This design comes from an exercise in tuning for small area on the open sky130 flow, not from production work. Only simulation tests tie the RTL to the original design; equivalence was not proved. Power and IR drop assume default switching activity.

--- design/flow/design.v ---
module ddr4_fine_sweep #(
  parameter int LANES        = 16,
  parameter int DELAY_TAPS   = 64,
  parameter int COARSE_STEPS = 8,
  parameter int SPAN         = 32,
  parameter int SAMPLES      = 4,
  parameter int SETTLE       = 2,
  parameter int MIN_WIDTH    = 6,
  parameter int TIMEOUT      = 256
) (
  input  logic                                        clk,
  input  logic                                        rst,
  input  logic                                        fine_start,
  input  logic [$clog2(COARSE_STEPS)-1:0]             coarse_sel,
  input  logic [LANES-1:0]                            read_ok,
  input  logic                                        read_valid,
  output logic [$clog2(DELAY_TAPS)-1:0]               delay_tap,
  output logic                                        read_req,
  output logic                                        busy,
  output logic                                        fine_done,
  output logic                                        fine_failed,
  output logic [LANES-1:0]                            lane_valid,
  output logic [LANES*$clog2(DELAY_TAPS)-1:0]         best_start,
  output logic [LANES*$clog2(DELAY_TAPS)-1:0]         best_end,
  output logic [LANES*$clog2(DELAY_TAPS+1)-1:0]       best_width
);
  localparam int TAPW = $clog2(DELAY_TAPS);
  localparam int WW   = $clog2(DELAY_TAPS + 1);
  localparam int RW   = $clog2(SPAN + 1);       
  localparam logic [3:0] S_IDLE   = 4'd0;
  localparam logic [3:0] S_SETTLE = 4'd1;
  localparam logic [3:0] S_EVAL   = 4'd2;
  localparam logic [3:0] S_FINISH = 4'd3;
  localparam logic [3:0] S_REPORT = 4'd4;
  localparam logic [3:0] S_DONE   = 4'd6;   
  localparam logic [3:0] S_FAIL   = 4'd7;   
  logic [3:0]      r_state;
  logic [TAPW-1:0] r_tap;
  logic [1:0]      r_blk;     
  logic [7:0]      r_to;      
  logic [LANES-1:0] r_fail;    
  logic [LANES-1:0] r_open;    
  logic [RW-2:0]    r_rm [LANES];   
  logic [LANES-1:0] r_nz;      
  logic [RW-2:0]    r_bm [LANES];   
  logic [TAPW-1:0]  r_be [LANES];   
  wire st_idle   = (r_state == S_IDLE) | (r_state == S_DONE) | (r_state == S_FAIL);
  wire st_settle = (r_state == S_SETTLE);
  wire st_rwait  = r_state[3] & r_state[0];
  wire st_eval   = (r_state == S_EVAL);
  wire st_finish = (r_state == S_FINISH);
  wire st_report = (r_state == S_REPORT);
  wire w_start   = st_idle & fine_start;
  wire w_acc     = st_rwait & read_valid;
  wire w_tmo     = st_rwait & ~read_valid & (&r_to);
  wire w_last    = (&r_tap[2:0]) & ((&r_tap[5:3]) | (&r_blk));
  wire [TAPW-1:0] w_end = r_tap - {{(TAPW-1){1'b0}}, st_eval};
  logic [LANES-1:0] w_wide;
  for (genvar g = 0; g < LANES; g++) begin : g_wide
    assign w_wide[g] = r_nz[g] & (r_bm[g] >= (RW-1)'(MIN_WIDTH - 1));
  end
  always_ff @(posedge clk or posedge rst) begin
    if (rst) begin
      r_state  <= S_IDLE;
      r_tap    <= '0;
    end else begin
      case (r_state)
        S_IDLE, S_DONE, S_FAIL: begin
          if (fine_start) begin
            r_tap   <= {coarse_sel, 3'b000};
            r_state <= S_SETTLE;
          end else begin
            r_state <= S_IDLE;
          end
        end
        S_SETTLE: if (r_to[0]) r_state <= 4'b1000;
        S_EVAL: begin
          if (w_last) r_state <= S_FINISH;
          else begin
            r_tap   <= r_tap + 1'b1;
            r_state <= S_SETTLE;
          end
        end
        S_FINISH: r_state <= S_REPORT;
        S_REPORT: r_state <= (&w_wide) ? S_DONE : S_FAIL;
        default: begin
          if (~r_state[0])      r_state <= r_state | 4'b0001;
          else if (read_valid)  r_state <= (&r_state[2:1]) ? S_EVAL : {1'b1, r_state[2:1] + 2'd1, 1'b0};
          else if (&r_to)       r_state <= S_FAIL;
        end
      endcase
    end
  end
  always_ff @(posedge clk) begin
    r_to <= (st_settle | st_rwait) ? r_to + 1'b1 : 8'd0;
    r_blk <= ~st_idle ? ((st_eval & ~w_last & (&r_tap[2:0])) ? r_blk + 1'b1 : r_blk) : 2'd0;
  end
  wire w_clr      = w_start | w_tmo;          
  wire w_run_hold = ~st_eval & ~st_idle;       
  for (genvar g = 0; g < LANES; g++) begin : g_lane
    wire          w_pass = st_eval & ~r_fail[g];
    wire          w_gt   = r_open[g] & (~r_nz[g] | (r_rm[g] > r_bm[g]));
    wire          w_upd  = ((st_eval & r_fail[g]) | st_finish) & w_gt;
    wire          w_hold = ~w_upd & ~w_clr;
    wire [RW-1:0] w_bw   = r_bm[g] + 1'b1;
    always_ff @(posedge clk) begin
      r_fail[g] <= ~st_settle & (r_fail[g] | (w_acc & ~read_ok[g]));
      r_open[g] <= w_pass | (w_run_hold & r_open[g]);
      r_rm[g]   <= ({(RW-1){w_pass & r_open[g]}} & (r_rm[g] + 1'b1)) | ({(RW-1){w_run_hold}} & r_rm[g]);
    end
    always_ff @(posedge clk or posedge rst) begin
      if (rst) begin
        r_nz[g] <= 1'b0;
        r_bm[g] <= '0;
        r_be[g] <= '0;
      end else begin
        r_nz[g] <= w_upd | (w_hold & r_nz[g]);
        r_bm[g] <= ({(RW-1){w_upd}} & r_rm[g]) | ({(RW-1){w_hold}} & r_bm[g]);
        r_be[g] <= ({TAPW{w_upd}} & w_end) | ({TAPW{w_hold}} & r_be[g]);
      end
    end
    assign lane_valid[g]              = (st_idle | st_report) & w_wide[g];
    assign best_width[g*WW +: WW]     = WW'({w_bw[RW-1:1], r_nz[g] & ~r_bm[g][0]});
    assign best_end[g*TAPW +: TAPW]   = r_be[g];
    assign best_start[g*TAPW +: TAPW] = r_be[g] - TAPW'(r_bm[g]);
  end
  assign delay_tap   = r_tap;
  assign read_req    = r_state[3] & ~r_state[0];
  assign busy        = ~st_idle;
  assign fine_done   = (r_state == S_DONE);
  assign fine_failed = (r_state == S_FAIL);
endmodule
--- design/flow/flow/run.sh ---
#!/bin/bash
# Own layout flow: the standard ORFS flow with an area-oriented synthesis mapping, the
# smallest buffer on every port, and no dummy clock-tree loads. Each tool's output is logged.
set -euo pipefail
W=$(pwd)
F=$W/flow
bash standard.sh \
  SYNTH_SCRIPT=$F/synth.tcl \
  FLOW_ABC_SCRIPTS="$F/a1.abc $F/a2.abc $F/a3.abc" \
  BUFFER_PORTS_ARGS="-buffer_cell sky130_fd_sc_hd__buf_1" \
  CTS_ARGS="-sink_clustering_enable -repair_clock_nets -dont_use_dummy_load -buf_list sky130_fd_sc_hd__clkbuf_4 -tree_buf sky130_fd_sc_hd__clkbuf_8 -sink_clustering_size 10 -sink_clustering_max_diameter 30" \
  SKIP_REPAIR_TIE_FANOUT=1 CORE_UTILIZATION=55 PLACE_DENSITY=0.65 \
  finish > $W/flow_make.log 2>&1
cp -r $W/orfs/logs $W/flow_logs 2>/dev/null || true
--- design/flow/flow/a1.abc ---
strash
ifraig
dc2
dch -f
map -a
mfs2
strash
dc2
dch -f
map -a
mfs2
strash
dch -f
map -a
topo
--- design/flow/flow/a2.abc ---
strash
balance -l
resub -K 6 -l
rewrite -l
resub -K 6 -N 2 -l
refactor -l
resub -K 8 -l
balance -l
resub -K 8 -N 2 -l
rewrite -l
resub -K 10 -l
rewrite -z -l
resub -K 10 -N 2 -l
balance -l
resub -K 12 -l
refactor -z -l
resub -K 12 -N 2 -l
rewrite -z -l
balance -l
dch -f
map -a
mfs2
strash
dch -f
map -a
mfs2
strash
balance -l
resub -K 6 -l
rewrite -l
resub -K 6 -N 2 -l
refactor -l
resub -K 8 -l
balance -l
resub -K 8 -N 2 -l
rewrite -l
resub -K 10 -l
rewrite -z -l
resub -K 10 -N 2 -l
balance -l
resub -K 12 -l
refactor -z -l
resub -K 12 -N 2 -l
rewrite -z -l
balance -l
dch -f
map -a
topo
dnsize
--- design/flow/flow/a3.abc ---
strash
ifraig
balance -l
resub -K 6 -l
rewrite -l
resub -K 6 -N 2 -l
refactor -l
resub -K 8 -l
balance -l
resub -K 8 -N 2 -l
rewrite -l
resub -K 10 -l
rewrite -z -l
resub -K 10 -N 2 -l
balance -l
resub -K 12 -l
refactor -z -l
resub -K 12 -N 2 -l
rewrite -z -l
balance -l
dc2
dch -f
map -a
mfs2
strash
dc2
balance -l
resub -K 6 -l
rewrite -l
resub -K 6 -N 2 -l
refactor -l
resub -K 8 -l
balance -l
resub -K 8 -N 2 -l
rewrite -l
resub -K 10 -l
rewrite -z -l
resub -K 10 -N 2 -l
balance -l
resub -K 12 -l
refactor -z -l
resub -K 12 -N 2 -l
rewrite -z -l
balance -l
dch -f
map -a
mfs2
strash
dch -f
map -a
topo
dnsize
--- design/flow/flow/synth.tcl ---
# The standard synthesis (synth_recipe.tcl) with two changes to the combinational mapping only:
# Yosys's extract_fa is skipped, and abc is run with each area-oriented script listed in
# FLOW_ABC_SCRIPTS, keeping the result with the smallest cell area.
# Flip-flop mapping and register names are unchanged.
proc synth {args} { yosys synth -nofsm -noshare {*}$args }
proc extract_fa {args} { puts "flow: extract_fa skipped" }
proc flow_area {f} {
  set fh [open $f r]; set t [read $fh]; close $fh
  if {[regexp {Chip area for module '[^']*': ([0-9.eE+-]+)} $t -> a]} { return $a }
  return 1e30
}
proc abc {args} {
  set i [lsearch $args -script]
  set libargs {}
  foreach lib $::env(LIB_FILES) { lappend libargs -liberty $lib }
  yosys design -save flow_pre_abc
  set best 1e30
  set n 0
  foreach scr $::env(FLOW_ABC_SCRIPTS) {
    yosys design -load flow_pre_abc
    lset args [expr {$i + 1}] $scr
    puts "flow: abc $args"
    yosys abc {*}$args
    set f $::env(RESULTS_DIR)/flow_abc_$n.stat
    yosys tee -q -o $f stat {*}$libargs
    set a [flow_area $f]
    puts "flow: abc script [file tail $scr]: area $a"
    if {$a < $best} {
      set best $a
      yosys design -save flow_best_abc
    }
    incr n
  }
  yosys design -load flow_best_abc
  puts "flow: kept abc result with area $best"
}
source $::env(SCRIPTS_DIR)/synth.tcl
# left out here: clear keep_hierarchy, flatten, clean up, hide names made inside functions, write 1_2_yosys.v
--- design/flow/standard.sh ---
#!/bin/bash
# synth_recipe.tcl (not shown) runs the flow's synth.tcl, then flattens the netlist and writes it again
# the make line also repeats each setting of config.mk as NAME=value (left out here)
make -C /OpenROAD-flow-scripts/flow DESIGN_CONFIG=/design/flow/config.mk WORK_HOME=/design/flow/orfs CLKGATE_MAP_FILE= SYNTH_SCRIPT=/design/flow/synth_recipe.tcl "${@:-finish}"
--- design/flow/config.mk ---
export PLATFORM = sky130hd
export DESIGN_NAME = ddr4_fine_sweep
export DESIGN_NICKNAME = ddr4_fine_sweep
export VERILOG_FILES = /design/flow/design.v
export SDC_FILE = /design/flow/constraint.sdc
export NUM_CORES = 4
export LEC_CHECK = 0
export CAP_MARGIN = 20
export CORE_MARGIN = 2
export CORE_UTILIZATION = 40
export SLEW_MARGIN = 20
--- design/flow/constraint.sdc ---
create_clock -name core_clock -period 5.0 [get_ports {clk}]
set_input_delay 1.0000 -clock core_clock [delete_from_list [all_inputs] [get_ports {clk}]]
set_output_delay 1.0000 -clock core_clock [all_outputs]
set_load 0.01 [all_outputs]
==> flow_metrics.tcl, run 1 <==
set metrics [dict create \
    ys_ff_latch 324 \
    viasPerCell 5.64 \
    seq_area_frac_synth_pct 46.6 \
    skew_ps 98.2 \
    overflow 0 \
    cts_buffer_depth 3 \
    critical_path_class "reg -> out" \
    worst-path-stages 13 \
    cp-startpoint "r_bm[9][1]" \
    synth_area_per_cell_um2 7.80 \
    p_seq_share_pct 39.6 \
    insertion_delay_ps 690 \
    hpwl_um 34700 \
    grt_max_degree 119 \
    synthFlopType "dfrtp_1" \
    cts_tree "yes" \
    antenna_found_initial 2 \
    run_status "finished clean" \
    power_frac_comb_pct 44.6 \
    die_area_um2 30600 \
    track_usage_pct 31.2 \
    design.core.area_um2 28800 \
    slowest_delay_ps 400 \
    fin_crit_sh_pct 82.5 \
    yosys_warnings 4 \
    r2r_start "r_state[1]" \
    swShare_pct 47.0 \
    grt_pass1_vias 15300 \
    cts_buffers 68 \
    nNetsFinal 2496 \
    pre_cts_ws_ps 1560 \
    clock-sinks 324 \
    rr_worst_depth 16 \
    die_h_um 175 \
    vias 16100 \
    synth_cells 2062 \
    start_util_pct 55.9 \
    critPathLaunchType "register" \
    clkPwrFrac_pct 15.8 \
    critPathMostFrequentCell "a21oi_1" \
    wl_per_cell_um 16.9 \
    clock-root-buffer "clkbuf_4" \
    leakagePower_uw 0.00722 \
    critical-path-top-delay-family "compound AO/OA/AOI/OAI gates" \
    worst_ep_required_time_ps 4000 \
    instances_no_fill 2860 \
    r2r_setup_slack_ps 1570 \
    whs_ps 459 \
    crit_path_end_kind "primary output" \
    critical_path.endpoint "best_start[59]" \
    critPathMaxFanout 5 \
    drv_slew 0 \
    fin_ws_ps 873 \
    netlist_area_um2 16100 \
    placed_area_um2 17900 \
    p_per_area_nw_per_um2 522 \
    ir_worst_vdd_v 0.000323 \
    ys_types 29 \
    ys_async_sr_fraction_pct 62.3 \
    crit_buf_inv 3 \
    slew_headroom_pct 42.8 \
    fin_crit_ps 4130 \
    finalSetupViolations 0 \
    cts.clk_slew.worst_paths_ps 70 \
    grt_setup_unrepaired "no" \
    first_pass_iters 8 \
    tns_ps 0 \
    critPathSlowestCell "dfrtp_1" \
    drtAntennaViolNets 0 \
    finalHoldViolCount 0 \
    hp-class "reg -> reg" \
    post_cts_resized 0 \
    io_buffers 336 \
    drive_gt1_share_pct 4.13 \
    mostFrequentLayoutCells "nor2_1, buf_1, clkinv_1" \
    ctsHoldBuffers 0 \
    finalInstanceArea_um2 18500 \
    internal-power_uw 5110 \
    syn_to_final_growth_pct 14.8 \
    r2r_end "r_be[4][5]" \
    worstMarginPinSlew_ps 858 \
    htree_levels 3 \
    drc 0 \
    drt_wl_total_um 48200 \
    critPathArrivalTime_ps 3130 \
    fmax_mhz 242 \
    die_width_um 175 \
    gp_congestion 0.913 \
    first_iter_violations 1007 \
    synth_edf_count 0 \
    maxCapViolCount 0 \
    grt_pass1_wl_um 77300 \
    switchingPower_uw 4530 \
    post-place-cells 2787 \
    cts_setup_buffers 0 \
    syn-num-nets 2085 \
    pin_count 353 \
    cp_cell_sequence "clkinv_1 > nor2_1 > nor2_1 > a21oi_1 > xor2_1 > a21oi_1 > nand2_1 > a21oi_1 > clkinv_1 > nand2_1 > o21ai_0 > xor2_1 > buf_1" \
    rows 62 \
]
[how the worst min path moves through the flow]
stage / startpoint / endpoint / slack (ps) / cells past startpoint
after floorplan: r_blk[1] / r_blk[1] / 420 / 2
after global placement: r_blk[1] / r_blk[1] / 440 / 2
after detailed placement: r_blk[1] / r_blk[1] / 450 / 2
after CTS: r_blk[1] / r_blk[1] / 460 / 2
after global routing: r_blk[1] / r_blk[1] / 480 / 2
final: r_to[0] / r_to[0] / 460 / 1
[through the flow]
step                util (%)  total power [uW]
floorplan                  -              6300
global placement        62.4              8050
detailed placement      62.4              8140
CTS                     64.1              9660
global route            64.2             10300
finish                  64.2              9640
[Yosys cell counts, drive strengths merged (16+ instances only)]
| master | count | share of area, % |
|---|---|---|
| a22oi | 19 | 0.89 |
| o21ai | 178 | 5.5 |
| xnor2 | 30 | 1.6 |
| nor3 | 50 | 1.6 |
| nand2 | 216 | 5.0 |
| nor2 | 342 | 8.0 |
| o211ai | 17 | 0.79 |
| nand3 | 90 | 2.8 |
| dfrtp | 202 | 31 |
| o22ai | 193 | 7.5 |
| a21oi | 121 | 3.8 |
| clkinv | 313 | 7.3 |
| xor2 | 85 | 4.6 |
| buf | 16 | 0.75 |
| dfxtp | 122 | 15 |
[logic make-up after synthesis]
kind of cell             share of synthesized area, %
AND/OR/NAND/NOR                                  18.2
AO/OA/AOI/OAI                                    20.1
buffers and inverters                            8.05
flip-flops                                       46.6
XOR/XNOR                                         6.26
adder cells (fa/ha/maj)                         0.809
other                                          0.0233
[state kept, by name, indices dropped and copies added (netlist names)]
name     count
r_nz        16
r_state      4
r_be        96
r_to         8
r_bm        80
r_open      16
r_tap        6
r_fail      16
r_rm        80
r_blk        2
[power by group through the flow]
| stage | sequential [uW] | combinational (uW) | clock, uW |
|---|---|---|---|
| after CTS | 3800 | 4300 | 1560 |
| after global placement | 3830 | 4220 | 0 |
| after global routing | 3890 | 4750 | 1680 |
| after detailed placement | 3850 | 4290 | 0 |
| after floorplan | 3860 | 2440 | 0 |
| final | 3820 | 4310 | 1520 |
[routing by layer]
metal | part of all wire [%] | track usage [%]
met5 | 0 | 0
met4 | 2.2 | 9.58
met3 | 6.7 | 5.77
met2 | 46 | 51.3
met1 | 45 | 42.1
[layout make-up]
cell class | count | area [um2]
diodes | 5 | 12.5
well taps | 384 | 480
fillers | 2698 | 10300
inverters | 313 | 1180
multi-input cells | 1409 | 7360
repair buffers | 357 | 1430
clock buffers | 68 | 510
flip-flops and latches | 324 | 7500
==> inputs of run 2 (changes only) <==
==> design/flow/flow/run.sh (replaced) <==
#!/bin/bash
# Own layout flow: the standard ORFS flow with an area-oriented synthesis mapping, the
# smallest buffer on every port, and no dummy clock-tree loads. Each tool's output is logged.
set -euo pipefail
W=$(pwd)
F=$W/flow
bash standard.sh \
  SYNTH_SCRIPT=$F/synth.tcl \
  FLOW_ABC_SCRIPTS="$F/a1.abc $F/a2.abc $F/a3.abc" \
  BUFFER_PORTS_ARGS="-buffer_cell sky130_fd_sc_hd__buf_1" \
  CTS_ARGS="-sink_clustering_enable -repair_clock_nets -dont_use_dummy_load -buf_list sky130_fd_sc_hd__clkbuf_8 -sink_clustering_size 24 -sink_clustering_max_diameter 50" \
  SKIP_REPAIR_TIE_FANOUT=1 CORE_UTILIZATION=55 PLACE_DENSITY=0.65 \
  finish > $W/flow_make.log 2>&1
cp -r $W/orfs/logs $W/flow_logs 2>/dev/null || true
==> run 2 against run 1 <==
Net effect: still clean on timing, DRC and antenna; first-iteration DRC count up 1.3%; clock-buffer cell count down 33; area after synthesis unchanged; non-clock buffer count unchanged; largest power group unchanged.
==> flow_metrics.tcl, run 2 <==
set metrics [dict create \
    grt_pass1_vias 15000 \
    nNetsFinal 2463 \
    grt_setup_unrepaired "no" \
    drtAntennaViolNets 0 \
    ys_ff_latch 324 \
    slowest_delay_ps 400 \
    wl_per_cell_um 17.0 \
    clock-root-buffer "clkbuf_8" \
    synth_edf_count 0 \
    critical_path_class "reg -> out" \
    regMostFlops "r_be" \
    io_buffers 336 \
    worst_ep_required_time_ps 4000 \
    track_usage_pct 30.9 \
    rows 62 \
    die_area_um2 30600 \
    syn_to_final_growth_pct 14.6 \
    synth_top_cell_area_share_pct 31.4 \
    ys_top_cells_by_area "dfrtp_1, dfxtp_1, nor2_1" \
    crit_path_end_kind "primary output" \
    htree_levels 2 \
    viasPerCell 5.63 \
    p_per_area_nw_per_um2 522 \
    cts_setup_buffers 0 \
    fill_cells 2703 \
    slew_headroom_pct 41.8 \
    critPathMaxFanout 5 \
    synthFlopType "dfrtp_1" \
    fmax_mhz 248 \
    start_util_pct 55.9 \
    netlist_area_um2 16100 \
    ir_worst_vdd_v 0.000337 \
    critPathArrivalTime_ps 3030 \
    mostFrequentLayoutCells "nor2_1, buf_1, clkinv_1" \
    whs_ps 461 \
    seq_area_frac_synth_pct 46.6 \
    cts_tree "yes" \
    pin_count 353 \
    ys_async_sr_fraction_pct 62.3 \
    die_width_um 175 \
    synthTopCellsByCount "nor2_1, clkinv_1, nand2_1" \
    hp-start "r_to[0]" \
    syn-num-nets 2085 \
    crit_buf_inv 3 \
    cts_buffers 35 \
    grt_pass1_wl_um 76600 \
    vias 15900 \
    first_iter_violations 1020 \
    design.core.area_um2 28800 \
    synth_cells 2062 \
    drc 0 \
    cts_buffer_depth 3 \
    first_pass_iters 5 \
    synth_area_per_cell_um2 7.80 \
    post_cts_resized 0 \
    clock-sinks 324 \
    run_status "finished clean" \
    cp-startpoint "r_bm[9][1]" \
    yosysMostFrequentCell "nor2_1" \
    critical-path-top-delay-family "compound AO/OA/AOI/OAI gates" \
    fin_crit_ps 4030 \
    die_h_um 175 \
    ctsHoldBuffers 0 \
    critPathLaunchType "register" \
    gp_congestion 0.913 \
    hpwl_um 34700 \
    drive_gt1_share_pct 2.83 \
    overflow 0 \
    synth_top_cell_by_area "dfrtp_1" \
    critPathSlowestCell "dfrtp_1" \
    grt_max_degree 119 \
    largest_registers "r_be (96), r_bm (80), r_rm (80)" \
    yosys_warnings 4 \
    largest_register_ffs 96 \
    hp-class "reg -> reg" \
    maxCapViolCount 0 \
    skew_ps 43.6 \
    r2r_start "r_state[1]" \
    tns_ps 0 \
    leakagePower_uw 0.00716 \
    drv_slew 0 \
    cts.clk_slew.worst_paths_ps 80 \
    finalHoldViolCount 0 \
    finalSetupViolations 0 \
    worstMarginPinSlew_ps 867 \
    critPathMostFrequentCell "a21oi_1" \
    cp_cell_sequence "clkinv_1 > nor2_1 > nor2_1 > a21oi_1 > xor2_1 > a21oi_1 > nand2_1 > a21oi_1 > clkinv_1 > nand2_1 > o21ai_0 > xor2_1 > buf_1" \
    fin_crit_sh_pct 80.5 \
    ys_types 29 \
    antenna_found_initial 1 \
    insertion_delay_ps 550 \
    drt_wl_total_um 48100 \
]
## run 2: kinds of logic (layout without fill, tap and decap cells)
kind of cell    count (synthesis)  in the layout  share of synthesized area (%)
other cells                     1              2                         0.0233
xor+xnor                      115            115                           6.26
buf+inv                       329            705                           8.05
simple gates                  719            719                           18.2
compound gates                561            561                           20.1
flops                         324            324                           46.6
fa+ha+maj                      13             13                          0.809
## run 2: path summary, 6_finish.rpt
kind,end,slack [ps],cells past startpoint
min in group asynchronous,r_be[6][4],650,2
max in group asynchronous,r_bm[15][1],3320,3
worst min register to register,r_to[0],460,1
worst min-delay path,r_to[0],460,1
worst max-delay path,best_start[59],970,13
worst max register to register,r_be[1][4],1540,15
## run 2: area by class of cell
cell class | instances | area, um2 | share of cell area [%]
sequential | 324 | 7500 | 40.7
multi-input combinational | 1409 | 7360 | 39.9
timing repair buffer | 357 | 1430 | 7.77
inverter | 313 | 1180 | 6.42
clock buffer | 35 | 482 | 2.61
tap | 384 | 480 | 2.61
antenna | 1 | 2.50 | 0.0136
## run 2: routing by layer
| layer | GRT usage, % | routed length [um] | vias up |
|---|---|---|---|
| met5 | 0 | 0 | - |
| met4 | 10.6 | 1540 | 0 |
| met3 | 4.46 | 3090 | 93 |
| met2 | 50.6 | 22000 | 531 |
| met1 | 42.4 | 21500 | 7487 |
| li1 | - | - | 7796 |
## run 2: report_power, final
group | leakage (uW) | internal [uW] | switching [uW]
logic | 0.00315 | 1280 | 3020
registers | 0.00376 | 3210 | 611
clock network | 0.000252 | 626 | 870
total | 0.00716 | 5120 | 4500
## run 2: per-stage QoR
stage / utilization, % / setup slack [ps] / std cells / area (um2) / total power (uW)
after CTS: 64.0 / 994 / 2822 / 18400 / 9630
after floorplan: - / 343 / 2062 / 16100 / 6300
after detailed placement: 62.4 / 1560 / 2787 / 17900 / 8140
final: 64.0 / 973 / 2823 / 18400 / 9620
after global routing: 64.0 / 712 / 2822 / 18400 / 10300
after global placement: 62.4 / 1690 / 2787 / 17900 / 8050
==> inputs of run 3 (changes only) <==
==> design/flow/flow/run.sh (replaced) <==
#!/bin/bash
# Own layout flow: the standard ORFS flow with an area-oriented synthesis mapping, the
# smallest buffer on every port, and no dummy clock-tree loads. Each tool's output is logged.
set -euo pipefail
W=$(pwd)
F=$W/flow
bash standard.sh \
  SYNTH_SCRIPT=$F/synth.tcl \
  FLOW_ABC_SCRIPTS="$F/a1.abc $F/a2.abc $F/a3.abc" \
  BUFFER_PORTS_ARGS="-buffer_cell sky130_fd_sc_hd__buf_1" \
  CTS_ARGS="-sink_clustering_enable -repair_clock_nets -dont_use_dummy_load -buf_list sky130_fd_sc_hd__clkbuf_8 -sink_clustering_size 20 -sink_clustering_max_diameter 50" \
  SKIP_REPAIR_TIE_FANOUT=1 CORE_UTILIZATION=55 PLACE_DENSITY=0.65 \
  finish > $W/flow_make.log 2>&1
cp -r $W/orfs/logs $W/flow_logs 2>/dev/null || true
==> run 3 against run 2 <==
Net effect: sequential share of layout area unchanged; sequential cell count stayed put; total power is the same; utilization unchanged; sequential power is essentially flat; synthesized cell count stayed put; highest routed layer unchanged.
==> flow_metrics.tcl, run 3 <==
set metrics [dict create \
    regMostFlops "r_be" \
    synth_area_per_cell_um2 7.80 \
    p_seq_share_pct 39.7 \
    largest_registers "r_be (96), r_bm (80), r_rm (80)" \
    htree_levels 2 \
    die_width_um 175 \
    placed_area_um2 17900 \
    viasPerCell 5.63 \
    syn-num-nets 2085 \
    ys_ff_latch 324 \
    pin_count 353 \
    grt_pass1_vias 15000 \
    critPathArrivalTime_ps 3030 \
    internal-power_uw 5120 \
    first_iter_violations 1020 \
    seq_area_frac_synth_pct 46.6 \
    synth_top_cell_area_share_pct 31.4 \
    cts_buffer_depth 3 \
    run_status "finished clean" \
    drt_wl_total_um 48100 \
    worst_ep_required_time_ps 4000 \
    insertion_delay_ps 550 \
    wl_per_cell_um 17.0 \
    worstMarginPinSlew_ps 867 \
    grt_max_degree 119 \
    crit_path_end_kind "primary output" \
    cts_buffers 35 \
    drc 0 \
    rr_worst_depth 15 \
    cts_setup_buffers 0 \
    die_h_um 175 \
    antenna_found_initial 1 \
    critPathMaxFanout 5 \
    critical_path.endpoint "best_start[59]" \
    finalSetupViolations 0 \
    tns_ps 0 \
    utilization_pct 64.0 \
    ir_worst_vdd_v 0.000337 \
    syn_to_final_growth_pct 14.6 \
    r2r_start "r_state[1]" \
    ys_types 29 \
    switchingPower_uw 4500 \
    clkPwrFrac_pct 15.6 \
    yosysMostFrequentCell "nor2_1" \
    synth_top_cell_by_area "dfrtp_1" \
    grt_setup_unrepaired "no" \
    fin_crit_sh_pct 80.5 \
    largest_register_ffs 96 \
    drive_gt1_share_pct 2.83 \
    critical_path_class "reg -> out" \
    whs_ps 461 \
    leakagePower_uw 0.00716 \
    grt_pass1_wl_um 76600 \
    track_usage_pct 30.9 \
    netlist_area_um2 16100 \
    p_per_area_nw_per_um2 522 \
    nNetsFinal 2463 \
    design.core.area_um2 28800 \
    finalPower_uw 9620 \
    overflow 0 \
    hpwl_um 34700 \
    mostFrequentLayoutCells "nor2_1, buf_1, clkinv_1" \
    clock-root-buffer "clkbuf_8" \
    ys_top_cells_by_area "dfrtp_1, dfxtp_1, nor2_1" \
    hp-class "reg -> reg" \
    drv_slew 0 \
    ctsHoldBuffers 0 \
    finalInstanceArea_um2 18400 \
    gp_congestion 0.913 \
    critPathLaunchType "register" \
    r2r_setup_slack_ps 1540 \
    cts_tree "yes" \
    synthFlopType "dfrtp_1" \
    cts.clk_slew.worst_paths_ps 80 \
    clock-sinks 324 \
    drtAntennaViolNets 0 \
    synthTopCellsByCount "nor2_1, clkinv_1, nand2_1" \
    fin_crit_ps 4030 \
    r2r_end "r_be[1][4]" \
    first_pass_iters 5 \
    finalHoldViolCount 0 \
    ys_async_sr_fraction_pct 62.3 \
    vias 15900 \
    power_frac_comb_pct 44.8 \
    start_util_pct 55.9 \
    maxCapViolCount 0 \
    die_area_um2 30600 \
    cp-startpoint "r_bm[9][1]" \
    rows 62 \
    yosys_warnings 4 \
    slew_headroom_pct 41.8 \
    fmax_mhz 248 \
    post_cts_resized 0 \
    swShare_pct 46.8 \
    synth_edf_count 0 \
    synth_cells 2062 \
    io_buffers 336 \
    skew_ps 43.6 \
]
==> run 3: stage by stage <==
step	setup slack, ps	cells
global route	712	2822
finish	973	2823
CTS	994	2822
floorplan	343	2062
global placement	1690	2787
detailed placement	1560	2787
==> run 3: worst max-delay path: stages (launching register included) <==
cell and delay [ps]:
dfrtp_1 400, clkinv_1 160, nor2_1 150, nor2_1 90
a21oi_1 220, xor2_1 140, a21oi_1 260, nand2_1 110
a21oi_1 260, clkinv_1 100, nand2_1 70, o21ai_0 120
xor2_1 220, buf_1 180
==> run 3: cell type report <==
| class | count | area (um2) |
|---|---|---|
| Clock buffer | 35 | 482 |
| Sequential cell | 324 | 7500 |
| Multi-Input combinational cell | 1409 | 7360 |
| Timing Repair Buffer | 357 | 1430 |
| Fill cell | 2703 | 10300 |
| Tap cell | 384 | 480 |
| Antenna cell | 1 | 2.50 |
| Inverter | 313 | 1180 |
==> run 3: kinds of logic (layout without fill, tap and decap cells) <==
family          after synthesis  count (layout)  share of synthesized area, %
fa+ha+maj                    13              13                         0.809
compound gates              561             561                          20.1
flops                       324             324                          46.6
xor+xnor                    115             115                          6.26
buf+inv                     329             705                          8.05
simple gates                719             719                          18.2
other cells                   1               2                        0.0233
==> run 3: worst min-delay path by stage <==
stage / slack (ps) / end / depth (start not counted) / from
after CTS: 460 / r_blk[1] / 2 / r_blk[1]
after global placement: 440 / r_blk[1] / 2 / r_blk[1]
after global routing: 480 / r_blk[1] / 2 / r_blk[1]
after floorplan: 420 / r_blk[1] / 2 / r_blk[1]
final: 460 / r_to[0] / 1 / r_to[0]
after detailed placement: 450 / r_blk[1] / 2 / r_blk[1]
==> run 3: power groups by stage <==
stage          Combinational, uW  Sequential (uW)  Clock, uW
5_1_grt                     4750             3890       1620
4_1_cts                     4300             3800       1530
2_1_floorplan               2440             3860          0
3_5_place_dp                4290             3850          0
3_3_place_gp                4220             3830          0
6_report                    4310             3820       1500
==> run 3: layer usage <==
layer  global-route usage (%)  wire length [um]
met1                     42.4             21500
met2                     50.6             22000
met3                     4.46              3090
met4                     10.6              1540
met5                        0                 0
==> inputs of run 4 (changes only) <==
--- a/design/flow/design.v
+++ b/design/flow/design.v
@@ -39,8 +39,7 @@
   logic [1:0]      r_blk;     
   logic [7:0]      r_to;      
   logic [LANES-1:0] r_fail;    
-  logic [LANES-1:0] r_open;    
-  logic [RW-2:0]    r_rm [LANES];   
+  logic [RW-2:0]    r_rm [LANES];
   logic [LANES-1:0] r_nz;      
   logic [RW-2:0]    r_bm [LANES];   
   logic [TAPW-1:0]  r_be [LANES];   
@@ -99,14 +98,15 @@
   wire w_run_hold = ~st_eval & ~st_idle;       
   for (genvar g = 0; g < LANES; g++) begin : g_lane
     wire          w_pass = st_eval & ~r_fail[g];
-    wire          w_gt   = r_open[g] & (~r_nz[g] | (r_rm[g] > r_bm[g]));
+    wire          w_open = ~&r_rm[g] | (st_finish & ~r_fail[g]);
+    wire          w_gt   = w_open & (~r_nz[g] | (r_rm[g] > r_bm[g]));
     wire          w_upd  = ((st_eval & r_fail[g]) | st_finish) & w_gt;
     wire          w_hold = ~w_upd & ~w_clr;
     wire [RW-1:0] w_bw   = r_bm[g] + 1'b1;
     always_ff @(posedge clk) begin
       r_fail[g] <= ~st_settle & (r_fail[g] | (w_acc & ~read_ok[g]));
-      r_open[g] <= w_pass | (w_run_hold & r_open[g]);
-      r_rm[g]   <= ({(RW-1){w_pass & r_open[g]}} & (r_rm[g] + 1'b1)) | ({(RW-1){w_run_hold}} & r_rm[g]);
+      r_rm[g]   <= ({(RW-1){w_pass}} & (r_rm[g] + 1'b1)) | ({(RW-1){w_run_hold}} & r_rm[g])
+                 | {(RW-1){~w_pass & ~w_run_hold}};
     end
     always_ff @(posedge clk or posedge rst) begin
       if (rst) begin
==> run 4 against run 3 <==
Net effect: sequential share of layout area decreased by 0.79 points; critical path depth fell by 6; clock power down about 10%; non-clock buffer count down 6; largest cell class is now multi-input combinational cells.
==> flow_metrics.tcl, run 4 <==
set metrics [dict create \
    die_width_um 173 \
    synthTopCellsByCount "clkinv_1, nor2_1, nand2_1" \
    synth_area_per_cell_um2 7.86 \
    synth_top_cell_area_share_pct 32.1 \
    critPathMostFrequentCell "nor2_1" \
    wl_per_cell_um 17.1 \
    antenna_found_initial 0 \
    mostFrequentLayoutCells "buf_1, clkinv_1, nor2_1" \
    p_per_area_nw_per_um2 837 \
    cp_cell_sequence "clkinv_1 > nor2_1 > nor2_1 > nor3_1 > nor2_2 > nor2_1 > buf_1" \
    design.core.area_um2 28000 \
    grt_max_degree 126 \
    nNetsFinal 2393 \
    slowest_delay_ps 770 \
    pin_count 353 \
    fmax_mhz 240 \
    r2r_end "r_be[1][4]" \
    ctsHoldBuffers 0 \
    cts.clk_slew.worst_paths_ps 100 \
    hold_end "r_fail[4]" \
    fin_crit_ps 4160 \
    synth_edf_count 0 \
    met2_usage_pct 49.7 \
    hold_depth 2 \
    ys_top_cells_by_area "dfrtp_1, dfxtp_1, o22ai_1" \
    hpwl_um 33800 \
    run_status "finished clean" \
    overflow 0 \
    drt_wl_total_um 46900 \
    critPathMaxFanout 16 \
    first_pass_iters 5 \
    skew_ps 59.9 \
    cp-startpoint "r_state[1]" \
    ys_types 26 \
    syn_to_final_growth_pct 14.3 \
    drv_slew 0 \
    synth_cells 2002 \
    largest_registers "r_be (96), r_bm (80), r_rm (80)" \
    finalHoldViolCount 0 \
    critPathArrivalTime_ps 3160 \
    seq_area_frac_synth_pct 45.6 \
    viasPerCell 5.78 \
    clock-root-buffer "clkbuf_8" \
    critical_path_class "reg -> out" \
    synthFlopType "dfrtp_1" \
    crit_path_end_kind "primary output" \
    critPathLaunchType "register" \
    clock-sinks 308 \
    syn-num-nets 2025 \
    largest_register_ffs 96 \
    ir_worst_vdd_v 0.000476 \
    grt_pass1_wl_um 75300 \
    first_iter_violations 1289 \
    insertion_delay_ps 600 \
    crit_buf_inv 2 \
    tns_ps 0 \
    utilization_pct 64.2 \
    maxCapViolCount 0 \
    synth_top_cell_by_area "dfrtp_1" \
    cts_buffer_depth 3 \
    cts_tree "yes" \
    leakagePower_uw 0.00723 \
    worst_ep_required_time_ps 4000 \
    die_h_um 173 \
    hp-class "reg -> reg" \
    hp-start "r_fail[4]" \
    rr_worst_depth 9 \
    rows 61 \
    ys_ff_latch 308 \
    worstMarginPinSlew_ps 1040 \
    grtUsageMet1_pct 43.0 \
    vias 15900 \
    netlist_area_um2 15700 \
    drive_gt1_share_pct 2.53 \
    regMostFlops "r_be" \
    busiest_layer "met2" \
    grt_setup_unrepaired "no" \
    cts_setup_buffers 0 \
    die_area_um2 30000 \
    fin_crit_sh_pct 83.2 \
    cts_buffers 31 \
    track_usage_pct 30.4 \
    gp_congestion 0.872 \
    slew_headroom_pct 30.4 \
    drtAntennaViolNets 0 \
    finalSetupViolations 0 \
    io_buffers 336 \
    post_cts_resized 0 \
    start_util_pct 56.2 \
    layout_commonest_cell "buf_1" \
    htree_levels 1 \
    antenna_cells 0 \
    critical-path-top-delay-family "simple AND/OR/NAND/NOR gates" \
    ys_async_sr_fraction_pct 65.6 \
    critPathSlowestCell "nor3_1" \
    r2r_start "r_state[2]" \
    yosys_warnings 4 \
    use_met3_pct 3.67 \
    yosysMostFrequentCell "clkinv_1" \
    r2r_setup_slack_ps 1330 \
    drc 0 \
    grt_pass1_vias 14500 \
]
==> run 4: cells by family (layout without fill, tap and decap cells) <==
logic type / Yosys count / after routing / share of synthesized area [%]
XOR/XNOR: 122 / 122 / 6.79
adder cells (fa/ha/maj): 19 / 19 / 1.21
AND/OR/NAND/NOR: 691 / 691 / 18.1
other: 1 / 1 / 0.0238
buffers and inverters: 309 / 675 / 7.75
AO/OA/AOI/OAI: 552 / 552 / 20.5
flip-flops: 308 / 308 / 45.6
==> run 4: per-stage QoR <==
stage	std cells	total power [uW]	area, um2	hold slack, ps	setup slack [ps]
after floorplan	2002	10400	15700	427	50.0
after CTS	2746	15000	18000	483	781
after detailed placement	2715	13700	17600	458	1400
after global placement	2715	13500	17600	452	1290
after global routing	2746	16300	18000	499	560
final	2746	15100	18000	485	838
==> run 4: how the worst max path moves through the flow <==
stage	end	slack, ps	cells past startpoint
floorplan	r_nz[0]	50	8
global placement	r_be[9][5]	1290	9
detailed placement	r_be[15][5]	1400	9
CTS	lane_valid[1]	780	7
global route	lane_valid[1]	560	7
finish	lane_valid[1]	840	7
==> run 4: layout make-up <==
| type | instances | area (um2) |
|---|---|---|
| multi-input cells | 1385 | 7420 |
| clock buffers | 31 | 427 |
| fillers | 2568 | 10000 |
| inverters | 293 | 1110 |
| repair buffers | 351 | 1390 |
| flip-flops and latches | 308 | 7180 |
| well taps | 378 | 473 |
==> run 4: routing by layer <==
metal  wire (um)  share of wire [%]  vias up
met5           0                  0        -
met4        1140                2.4        0
met3        3210                6.8       95
met2       21800                 46      643
met1       20700                 44     7441
li1            -                  -     7688
==> run 4: power breakdown <==
part	total (uW)	leakage [uW]	internal [uW]	switching, uW
Sequential	4660	0.00352	3500	1160
Combinational	9040	0.00349	2970	6070
Clock	1350	0.000223	548	803
==> run 4: worst register-to-register path, stage by stage (launching register included) <==
cell      delay (ps)
dfrtp_1          460
nor2_1           200
nand3_2          440
nor2_1           390
clkinv_1         150
nor3_1           510
a21oi_1          160
nor2_2           720
buf_4            350
o21ai_0          120
==> inputs of run 5 (changes only) <==
--- a/design/flow/flow/run.sh
+++ b/design/flow/flow/run.sh
@@ -6,7 +6,7 @@
 F=$W/flow
 bash standard.sh \
   SYNTH_SCRIPT=$F/synth.tcl \
-  FLOW_ABC_SCRIPTS="$F/a1.abc $F/a2.abc $F/a3.abc" \
+  FLOW_ABC_SCRIPTS="$F/m1.abc $F/m2.abc $F/m3.abc $F/m4.abc $F/m5.abc $F/m6.abc" \
   BUFFER_PORTS_ARGS="-buffer_cell sky130_fd_sc_hd__buf_1" \
   CTS_ARGS="-sink_clustering_enable -repair_clock_nets -dont_use_dummy_load -buf_list sky130_fd_sc_hd__clkbuf_8 -sink_clustering_size 20 -sink_clustering_max_diameter 50" \
   SKIP_REPAIR_TIE_FANOUT=1 CORE_UTILIZATION=55 PLACE_DENSITY=0.65 \
==> design/flow/flow/m1.abc (new file) <==
strash
balance -l
resub -K 6 -l
rewrite -l
resub -K 6 -N 2 -l
refactor -l
resub -K 8 -l
balance -l
resub -K 8 -N 2 -l
rewrite -l
resub -K 10 -l
rewrite -z -l
resub -K 10 -N 2 -l
balance -l
resub -K 12 -l
refactor -z -l
resub -K 12 -N 2 -l
rewrite -z -l
balance -l
dch -f
amap
mfs2
strash
dch -f
amap
mfs2
strash
balance -l
resub -K 6 -l
rewrite -l
resub -K 6 -N 2 -l
refactor -l
resub -K 8 -l
balance -l
resub -K 8 -N 2 -l
rewrite -l
resub -K 10 -l
rewrite -z -l
resub -K 10 -N 2 -l
balance -l
resub -K 12 -l
refactor -z -l
resub -K 12 -N 2 -l
rewrite -z -l
balance -l
dch -f
amap
topo
dnsize
==> design/flow/flow/m2.abc (new file) <==
strash
balance -l
resub -K 6 -l
rewrite -l
resub -K 6 -N 2 -l
refactor -l
resub -K 8 -l
balance -l
resub -K 8 -N 2 -l
rewrite -l
resub -K 10 -l
rewrite -z -l
resub -K 10 -N 2 -l
balance -l
resub -K 12 -l
refactor -z -l
resub -K 12 -N 2 -l
rewrite -z -l
balance -l
dch -f
amap -F 4 -A 10
mfs2
strash
dch -f
amap -F 4 -A 10
mfs2
strash
balance -l
resub -K 6 -l
rewrite -l
resub -K 6 -N 2 -l
refactor -l
resub -K 8 -l
balance -l
resub -K 8 -N 2 -l
rewrite -l
resub -K 10 -l
rewrite -z -l
resub -K 10 -N 2 -l
balance -l
resub -K 12 -l
refactor -z -l
resub -K 12 -N 2 -l
rewrite -z -l
balance -l
dch -f
amap -F 4 -A 10
topo
dnsize
==> design/flow/flow/m3.abc (new file) <==
strash
balance -l
resub -K 6 -l
rewrite -l
resub -K 6 -N 2 -l
refactor -l
resub -K 8 -l
balance -l
resub -K 8 -N 2 -l
rewrite -l
resub -K 10 -l
rewrite -z -l
resub -K 10 -N 2 -l
balance -l
resub -K 12 -l
refactor -z -l
resub -K 12 -N 2 -l
rewrite -z -l
balance -l
dch -f
amap -m
mfs2
strash
dch -f
amap -m
mfs2
strash
balance -l
resub -K 6 -l
rewrite -l
resub -K 6 -N 2 -l
refactor -l
resub -K 8 -l
balance -l
resub -K 8 -N 2 -l
rewrite -l
resub -K 10 -l
rewrite -z -l
resub -K 10 -N 2 -l
balance -l
resub -K 12 -l
refactor -z -l
resub -K 12 -N 2 -l
rewrite -z -l
balance -l
dch -f
amap -m
topo
dnsize
==> design/flow/flow/m4.abc (new file) <==
strash
balance -l
resub -K 6 -l
rewrite -l
resub -K 6 -N 2 -l
refactor -l
resub -K 8 -l
balance -l
resub -K 8 -N 2 -l
rewrite -l
resub -K 10 -l
rewrite -z -l
resub -K 10 -N 2 -l
balance -l
resub -K 12 -l
refactor -z -l
resub -K 12 -N 2 -l
rewrite -z -l
balance -l
dch -f
amap -F 2 -A 8 -C 1000
mfs2
strash
dch -f
amap -F 2 -A 8 -C 1000
mfs2
strash
balance -l
resub -K 6 -l
rewrite -l
resub -K 6 -N 2 -l
refactor -l
resub -K 8 -l
balance -l
resub -K 8 -N 2 -l
rewrite -l
resub -K 10 -l
rewrite -z -l
resub -K 10 -N 2 -l
balance -l
resub -K 12 -l
refactor -z -l
resub -K 12 -N 2 -l
rewrite -z -l
balance -l
dch -f
amap -F 2 -A 8 -C 1000
topo
dnsize
==> design/flow/flow/m5.abc (new file) <==
strash
balance -l
resub -K 6 -l
rewrite -l
resub -K 6 -N 2 -l
refactor -l
resub -K 8 -l
balance -l
resub -K 8 -N 2 -l
rewrite -l
resub -K 10 -l
rewrite -z -l
resub -K 10 -N 2 -l
balance -l
resub -K 12 -l
refactor -z -l
resub -K 12 -N 2 -l
rewrite -z -l
balance -l
dch -f
amap
mfs2
strash
dch -f
amap
mfs2
strash
dch -f
amap
mfs2
strash
balance -l
resub -K 6 -l
rewrite -l
resub -K 6 -N 2 -l
refactor -l
resub -K 8 -l
balance -l
resub -K 8 -N 2 -l
rewrite -l
resub -K 10 -l
rewrite -z -l
resub -K 10 -N 2 -l
balance -l
resub -K 12 -l
refactor -z -l
resub -K 12 -N 2 -l
rewrite -z -l
balance -l
dch -f
amap
topo
dnsize
==> design/flow/flow/m6.abc (new file) <==
strash
balance -l
resub -K 6 -l
rewrite -l
resub -K 6 -N 2 -l
refactor -l
resub -K 8 -l
balance -l
resub -K 8 -N 2 -l
rewrite -l
resub -K 10 -l
rewrite -z -l
resub -K 10 -N 2 -l
balance -l
resub -K 12 -l
refactor -z -l
resub -K 12 -N 2 -l
rewrite -z -l
balance -l
dch -f
map -a
mfs2
strash
dch -f
map -a
mfs2
strash
balance -l
resub -K 6 -l
rewrite -l
resub -K 6 -N 2 -l
refactor -l
resub -K 8 -l
balance -l
resub -K 8 -N 2 -l
rewrite -l
resub -K 10 -l
rewrite -z -l
resub -K 10 -N 2 -l
balance -l
resub -K 12 -l
refactor -z -l
resub -K 12 -N 2 -l
rewrite -z -l
balance -l
dch -f
map -a
topo
dnsize
removed: design/flow/flow/a1.abc
removed: design/flow/flow/a2.abc
removed: design/flow/flow/a3.abc
==> run 5 against run 4 <==
Net effect: still clean; die area decreased by 2.7%; worst setup slack got worse by 170 ps; via count decreased by 0.55%; worst hold slack got worse by 12 ps; critical path depth increased by 11; synthesized cell count decreased by 2.8%; routed wire length increased by 0.31%; combinational power decreased by 6.4%; area after synthesis decreased by 2.7%; clock-buffer cell count increased by 5; sequential power decreased by 4.5%.
==> flow_metrics.tcl, run 5 <==
set metrics [dict create \
    drtAntennaViolNets 0 \
    use_met3_pct 5.04 \
    drive_gt1_share_pct 3.31 \
    critPathMaxFanout 11 \
    cp-startpoint "r_state[1]" \
    pin_count 353 \
    largest_register_ffs 96 \
    tns_ps 0 \
    first_iter_violations 1416 \
    io_buffers 336 \
    synth_top_cell_area_share_pct 33.0 \
    hp-start "r_rm[9][0]" \
    largest_registers "r_be (96), r_bm (80), r_rm (80)" \
    clock-sinks 308 \
    syn_to_final_growth_pct 16.1 \
    ctsHoldBuffers 0 \
    cts_buffers 36 \
    hp-class "reg -> reg" \
    cts.clk_slew.worst_paths_ps 100 \
    worst-path-stages 18 \
    seq_area_frac_synth_pct 46.9 \
    hold_depth 1 \
    rows 61 \
    synthFlopType "dfrtp_1" \
    synth_top_cell_by_area "dfrtp_1" \
    hpwl_um 33000 \
    placed_area_um2 17200 \
    track_usage_pct 31.5 \
    fin_crit_sh_pct 86.7 \
    design.core.area_um2 27600 \
    fin_crit_ps 4330 \
    fmax_mhz 231 \
    antenna_found_initial 0 \
    cp_cell_sequence "clkinv_1 > nor2_1 > clkinv_1 > nor3_4 > inv_2 > nor2_1 > clkinv_1 > nor2_1 > clkinv_1 > nor2_1 > clkinv_1 > nor2_1 > clkinv_1 > nor2_1 > nand2_1 > o21ai_2 > buf_4 > o22ai_1" \
    grtUsageMet1_pct 43.3 \
    netlist_area_um2 15300 \
    rr_worst_depth 18 \
    regArea_um2 7180 \
    crit_path_end_kind "register" \
    ys_top_cells_by_area "dfrtp_1, dfxtp_1, clkinv_1" \
    die_h_um 171 \
    drc 0 \
    finalSetupViolations 0 \
    gp_congestion 0.880 \
    multi_input_area_um2 6670 \
    worst_ep_required_time_ps 5390 \
    critPathLaunchType "register" \
    ys_async_sr_fraction_pct 65.6 \
    fill_cells 2599 \
    synth_edf_count 0 \
    overflow 0 \
    yosysMostFrequentCell "clkinv_1" \
    slowest_delay_ps 450 \
    die_width_um 171 \
    ys_types 36 \
    cts_buffer_depth 3 \
    pre_cts_ws_ps 767 \
    clock-root-buffer "clkbuf_8" \
    grt_setup_unrepaired "no" \
    htree_levels 2 \
    r2r_setup_slack_ps 670 \
    viasPerCell 5.83 \
    cts_tree "yes" \
    slew_headroom_pct 24.8 \
    ir_worst_vdd_v 0.000394 \
    critical-path-top-delay-family "simple AND/OR/NAND/NOR gates" \
    drv_slew 0 \
    grt_max_degree 140 \
    layout_commonest_cell "clkinv_1" \
    grt_pass1_wl_um 73100 \
    cts_setup_buffers 0 \
    insertion_delay_ps 550 \
    worstMarginPinSlew_ps 1130 \
    synth_area_per_cell_um2 7.87 \
    leakagePower_uw 0.00692 \
    run_status "finished clean" \
    die_area_um2 29200 \
    nNetsFinal 2353 \
    finalHoldViolCount 0 \
    r2r_end "r_be[9][5]" \
    r2r_start "r_state[1]" \
    yosys_warnings 4 \
    first_pass_iters 6 \
    ys_ff_latch 308 \
    busiest_layer "met2" \
    antenna_cells 0 \
    regMostFlops "r_be" \
    start_util_pct 55.4 \
    skew_ps 38.9 \
    wl_per_cell_um 17.4 \
    critPathArrivalTime_ps 4720 \
    vias 15800 \
    grt_pass1_vias 14100 \
    mostFrequentLayoutCells "clkinv_1, buf_1, o21ai_0" \
    critPathSlowestCell "dfrtp_1" \
    synthTopCellsByCount "clkinv_1, o21ai_0, nor2_1" \
    critical_path.endpoint "r_be[9][5]" \
    drt_wl_total_um 47000 \
    fin_ws_ps 667 \
    crit_buf_inv 8 \
    synth_cells 1945 \
    finalInstanceArea_um2 17800 \
    critical_path_class "reg -> reg" \
    p_per_area_nw_per_um2 811 \
    post_cts_resized 0 \
    maxCapViolCount 0 \
    met2_usage_pct 50.3 \
    finalPower_uw 14400 \
    syn-num-nets 1968 \
]
run 5: cell types whose count changed after synthesis, moves of 19 or more:
cell	change
nand3_1	-76
xnor2_1	-25
maj3_1	-19
nor2_1	-33
xor2_1	-97
clkinv_1	+91
o22ai_1	+32
nand2_1	-83
a22oi_1	+52
o221ai_1	+31
nor3_1	-46
o21ai_0	+98
a21oi_1	-22
run 5: kinds of logic after synthesis:
logic type | after synthesis | synth area share [%]
buf+inv | 400 | 10.2
flops | 308 | 46.9
compound gates | 750 | 29.8
other cells | 1 | 0.0245
simple gates | 486 | 13.1
run 5: where the power goes:
part	internal (uW)	switching, uW
clock	643	850
combinational	2750	5710
sequential	3470	986
run 5: area by class of cell:
| cell class | count | share of cell area (%) |
|---|---|---|
| sequential | 308 | 40.4 |
| timing repair buffer | 363 | 8.46 |
| clock buffer | 36 | 2.79 |
| tap | 378 | 2.66 |
| inverter | 384 | 8.15 |
| multi-input combinational | 1237 | 37.5 |
run 5: worst min path at each step:
stage	endpoint	slack, ps
after floorplan	r_to[0]	420
after global placement	r_to[0]	450
after detailed placement	r_to[0]	460
after CTS	r_rm[5][0]	480
after global routing	r_rm[9][0]	500
final	r_rm[9][0]	470
run 5: routing by layer:
metal / vias to the layer above / share of wire [%] / wire (um)
li1: 7718 / - / -
met1: 7347 / 43 / 20300
met2: 613 / 46 / 21500
met3: 102 / 7.4 / 3480
met4: 0 / 3.7 / 1760
met5: - / 0 / 0
run 5: stage by stage:
step | instances | utilization, % | hold WS [ps]
after floorplan | 1945 | - | 423
after global placement | 2668 | 62.3 | 445
after detailed placement | 2668 | 62.3 | 457
after CTS | 2704 | 64.1 | 478
after global routing | 2706 | 64.3 | 504
final | 2706 | 64.3 | 473
==> inputs of run 6 (changes only) <==
--- a/design/flow/flow/run.sh
+++ b/design/flow/flow/run.sh
@@ -6,7 +6,7 @@
 F=$W/flow
 bash standard.sh \
   SYNTH_SCRIPT=$F/synth.tcl \
-  FLOW_ABC_SCRIPTS="$F/m1.abc $F/m2.abc $F/m3.abc $F/m4.abc $F/m5.abc $F/m6.abc" \
+  FLOW_ABC_SCRIPTS="$F/m1.abc $F/m2.abc $F/m3.abc $F/m4.abc $F/m5.abc $F/m6.abc $F/m7.abc $F/m8.abc" \
   BUFFER_PORTS_ARGS="-buffer_cell sky130_fd_sc_hd__buf_1" \
   CTS_ARGS="-sink_clustering_enable -repair_clock_nets -dont_use_dummy_load -buf_list sky130_fd_sc_hd__clkbuf_8 -sink_clustering_size 20 -sink_clustering_max_diameter 50" \
   SKIP_REPAIR_TIE_FANOUT=1 CORE_UTILIZATION=55 PLACE_DENSITY=0.65 \
==> design/flow/flow/m7.abc (new file) <==
strash
balance -l
resub -K 6 -l
rewrite -l
resub -K 6 -N 2 -l
refactor -l
resub -K 8 -l
balance -l
resub -K 8 -N 2 -l
rewrite -l
resub -K 10 -l
rewrite -z -l
resub -K 10 -N 2 -l
balance -l
resub -K 12 -l
refactor -z -l
resub -K 12 -N 2 -l
rewrite -z -l
balance -l
dch -f
amap -F 2 -A 8 -C 1000
mfs2
strash
dch -f
amap -F 2 -A 8 -C 1000
mfs2
strash
balance -l
resub -K 6 -l
rewrite -l
resub -K 6 -N 2 -l
refactor -l
resub -K 8 -l
balance -l
resub -K 8 -N 2 -l
rewrite -l
resub -K 10 -l
rewrite -z -l
resub -K 10 -N 2 -l
balance -l
resub -K 12 -l
refactor -z -l
resub -K 12 -N 2 -l
rewrite -z -l
balance -l
dch -f
amap -F 2 -A 8 -C 1000
mfs2
strash
dch -f
amap -F 2 -A 8 -C 1000
topo
dnsize
==> design/flow/flow/m8.abc (new file) <==
strash
ifraig
balance -l
resub -K 6 -l
rewrite -l
resub -K 6 -N 2 -l
refactor -l
resub -K 8 -l
balance -l
resub -K 8 -N 2 -l
rewrite -l
resub -K 10 -l
rewrite -z -l
resub -K 10 -N 2 -l
balance -l
resub -K 12 -l
refactor -z -l
resub -K 12 -N 2 -l
rewrite -z -l
balance -l
dch -f
amap -F 2 -A 8 -C 1000
mfs2
strash
balance -l
resub -K 6 -l
rewrite -l
resub -K 6 -N 2 -l
refactor -l
resub -K 8 -l
balance -l
resub -K 8 -N 2 -l
rewrite -l
resub -K 10 -l
rewrite -z -l
resub -K 10 -N 2 -l
balance -l
resub -K 12 -l
refactor -z -l
resub -K 12 -N 2 -l
rewrite -z -l
balance -l
dch -f
amap -F 2 -A 8 -C 1000
mfs2
strash
balance -l
resub -K 6 -l
rewrite -l
resub -K 6 -N 2 -l
refactor -l
resub -K 8 -l
balance -l
resub -K 8 -N 2 -l
rewrite -l
resub -K 10 -l
rewrite -z -l
resub -K 10 -N 2 -l
balance -l
resub -K 12 -l
refactor -z -l
resub -K 12 -N 2 -l
rewrite -z -l
balance -l
dch -f
amap -F 2 -A 8 -C 1000
topo
dnsize
==> run 6 against run 5 <==
Net effect: still clean on timing, DRC and antenna; first-iteration DRC count is 1.6% lower; die area is 0.32% lower; sequential share of layout area grew 0.54 points; clock power decreased by about 10%; register-to-register slack better by 700 ps; routed wire length up 1.6%; critical endpoint is now best_start[89]; largest power group unchanged; highest routed layer unchanged.
==> flow_metrics.tcl, run 6 <==
set metrics [dict create \
    run_status "finished clean" \
    clkPwrFrac_pct 10.0 \
    regMostFlops "r_be" \
    p_seq_share_pct 32.7 \
    nNetsFinal 2350 \
    worst-path-stages 13 \
    mostFrequentLayoutCells "clkinv_1, buf_1, o22ai_1" \
    first_iter_violations 1393 \
    dr_wl_met2_um 21600 \
    cts_buffer_depth 3 \
    fin_crit_ps 3840 \
    drtAntennaViolNets 0 \
    yosys_warnings 4 \
    drc 0 \
    design.core.area_um2 27100 \
    slew_headroom_pct 26.3 \
    ctsHoldBuffers 0 \
    r2r_start "r_state[1]" \
    top_layer_used "met4" \
    regArea_um2 7180 \
    synth_top_cell_area_share_pct 33.1 \
    pin_count 353 \
    rows 60 \
    synth_top_cell_by_area "dfrtp_1" \
    drv_slew 0 \
    critPathMaxFanout 6 \
    grt_max_degree 140 \
    post_cts_resized 0 \
    ys_top_cells_by_area "dfrtp_1, dfxtp_1, o22ai_1" \
    utilization_pct 64.7 \
    ys_async_sr_fraction_pct 65.6 \
    cp-startpoint "r_bm[14][1]" \
    overflow 0 \
    grt_pass1_wl_um 73600 \
    critPathArrivalTime_ps 2840 \
    viasPerCell 5.92 \
    cts_setup_buffers 0 \
    die_width_um 171 \
    start_util_pct 56.3 \
    ys_ff_latch 308 \
    synth_edf_count 0 \
    maxCapViolCount 0 \
    gp_congestion 0.916 \
    critPathMostFrequentCell "o21ai_0" \
    p_per_area_nw_per_um2 765 \
    layout_commonest_cell "clkinv_1" \
    yosysMostFrequentCell "clkinv_1" \
    switchingPower_uw 7010 \
    first_pass_iters 6 \
    die_h_um 171 \
    antenna_found_initial 0 \
    drt_wl_total_um 47800 \
    largest_registers "r_be (96), r_bm (80), r_rm (80)" \
    fmax_mhz 261 \
    multi_input_area_um2 6610 \
    largest_register_ffs 96 \
    worstMarginPinSlew_ps 1100 \
    fin_crit_sh_pct 76.8 \
    antenna_cells 0 \
    slowest_delay_ps 400 \
    internal-power_uw 6400 \
    wl_met1_um 20800 \
    synthTopCellsByCount "clkinv_1, o21ai_0, o22ai_1" \
    power_frac_comb_pct 57.3 \
    hp-class "reg -> reg" \
    grt_pass1_vias 14200 \
    grt_setup_unrepaired "no" \
    tns_ps 0 \
    clock-sinks 308 \
    r2r_end "r_be[1][5]" \
    syn_to_final_growth_pct 14.9 \
    synth_area_per_cell_um2 7.82 \
    track_usage_pct 31.8 \
    swShare_pct 52.3 \
    met3_length_um 3740 \
    fill_cells 2450 \
    crit_buf_inv 2 \
    cts_buffers 30 \
    netlist_area_um2 15300 \
    worst_ep_required_time_ps 4000 \
    synth_cells 1952 \
    clock-root-buffer "clkbuf_8" \
    critical_path_class "reg -> out" \
    ir_worst_vdd_v 0.000371 \
    cp_cell_sequence "clkinv_1 > o22ai_1 > nand2_1 > o21ai_0 > nand2_1 > o21ai_0 > o21ai_0 > nand2_1 > o21ai_0 > nand2_1 > o21ai_0 > o21ai_0 > buf_1" \
    syn-num-nets 1975 \
    hpwl_um 33700 \
    critPathSlowestCell "dfrtp_1" \
    insertion_delay_ps 620 \
    io_buffers 336 \
    finalSetupViolations 0 \
    die_area_um2 29100 \
    ys_types 40 \
    skew_ps 86.3 \
    drive_gt1_share_pct 2.80 \
    crit_path_end_kind "primary output" \
    htree_levels 1 \
    synthFlopType "dfrtp_1" \
    critPathLaunchType "register" \
    finalHoldViolCount 0 \
    critical-path-top-delay-family "compound AO/OA/AOI/OAI gates" \
    seq_area_frac_synth_pct 47.0 \
    critical_path.endpoint "best_start[89]" \
    wl_per_cell_um 17.7 \
    r2r_setup_slack_ps 1370 \
    vias 16000 \
    rr_worst_depth 16 \
    cts.clk_slew.worst_paths_ps 90 \
    leakagePower_uw 0.00684 \
    cts_tree "yes" \
]
-- run 6: cell types whose count changed after synthesis, sizes merged, moves of 4 or more --
cell	previous run	this run
a22oi	66	3
o22ai	210	269
nor2	241	251
o221ai	50	60
o21ai	260	269
nor3	22	30
nand2	144	137
o311ai	7	0
o211ai	6	1
clkinv	384	380
nor2b	0	4
o21a	16	12
o32ai	4	0
-- run 6: logic make-up (layout without fill, tap and decap cells) --
group / after synthesis / after routing / share of synthesized area (%)
buffers and inverters: 396 / 769 / 10.1
DFF: 308 / 308 / 47.0
and+or+nand+nor: 499 / 499 / 13.6
AOI/OAI and AO/OA: 747 / 747 / 29.1
other: 1 / 1 / 0.0246
xor gates and xnor gates: 1 / 1 / 0.0574
-- run 6: worst reg2reg max path, delay by kind of cell (launching register included) --
kind	cells	cell delay, ps
simple gates	8	1760
compound gates	2	240
flops	1	400
buf+inv	6	1060
-- run 6: final cells by class --
class	instances	share of cell area [%]
sequential	308	40.9
multi-input combinational	1248	37.7
timing repair buffer	359	8.18
inverter	380	8.18
tap	372	2.65
clock buffer	30	2.35
-- run 6: worst min-delay path by stage --
stage	startpoint	slack, ps	to	depth (start not counted)
after global routing	r_to[0]	490	r_to[0]	1
after global placement	r_to[0]	440	r_to[0]	1
after floorplan	r_to[0]	420	r_to[0]	1
final	r_to[0]	460	r_to[0]	1
after detailed placement	r_to[0]	450	r_to[0]	1
after CTS	r_to[0]	460	r_to[0]	1
-- run 6: power groups by stage --
stage,Combinational [uW],Sequential [uW],Clock (uW)
floorplan,4830,4310,0
global placement,7470,4380,0
detailed placement,7590,4400,0
CTS,7620,4360,1360
global route,8530,4520,1450
finish,7680,4390,1340
-- run 6: per-stage QoR --
step	total power [uW]	hold slack, ps	setup slack [ps]	std cells	area [um2]
CTS	13300	464	1230	2697	17500
detailed placement	12000	446	1430	2667	17100
global route	14500	492	791	2697	17500
global placement	11900	440	1470	2667	17100
floorplan	9150	423	343	1952	15300
finish	13400	463	1160	2697	17500
-- run 6: layer usage --
| metal | up-vias | track usage, % |
|---|---|---|
| met5 | - | 0 |
| met4 | 0 | 10.9 |
| met3 | 116 | 5.09 |
| met2 | 664 | 50.9 |
| met1 | 7491 | 44.0 |
| li1 | 7707 | - |

-- port drivers added, routing unchanged --
The results above use ideal ports. As a check the final layouts listed here were re-extracted and re-timed, cells and wires unchanged.
Step 1 assumes that a clkbuf_16 drives the clock port and a buf_2 every other input.
Step 2, shift: input delay + t, output delay - t, t = (earliest + latest rising clock arrival at the registers) / 2. This alone moves slack from input paths to output paths.
Slacks: ideal ports / drivers / drivers and shift; pairs: ideal ports / drivers.
| run | t (ns) | setup slack, ns | hold WS [ns] | latest minus earliest clock arrival (ns) | pins driven straight from the clock port |
|---|---|---|---|---|---|
| run 1 | 0.691 | 0.873 / 0.821 / 1.511 | 0.459 / 0.459 / 0.459 | 0.098 / 0.099 | 1 |
| run 2 | 0.582 | 0.973 / 0.924 / 1.506 | 0.461 / 0.461 / 0.461 | 0.056 / 0.056 | 1 |
| run 3 | 0.582 | 0.973 / 0.924 / 1.506 | 0.461 / 0.461 / 0.461 | 0.056 / 0.056 | 1 |
| run 4 | 0.619 | 0.838 / 0.793 / 1.328 | 0.485 / 0.485 / 0.485 | 0.060 / 0.061 | 1 |
| run 5 | 0.582 | 0.667 / 0.667 / 0.667 | 0.473 / 0.467 / 0.473 | 0.041 / 0.041 | 1 |
| run 6 | 0.623 | 1.162 / 1.112 / 1.375 | 0.463 / 0.463 / 0.463 | 0.087 / 0.087 | 1 |
After both steps every run listed still meets setup and hold.
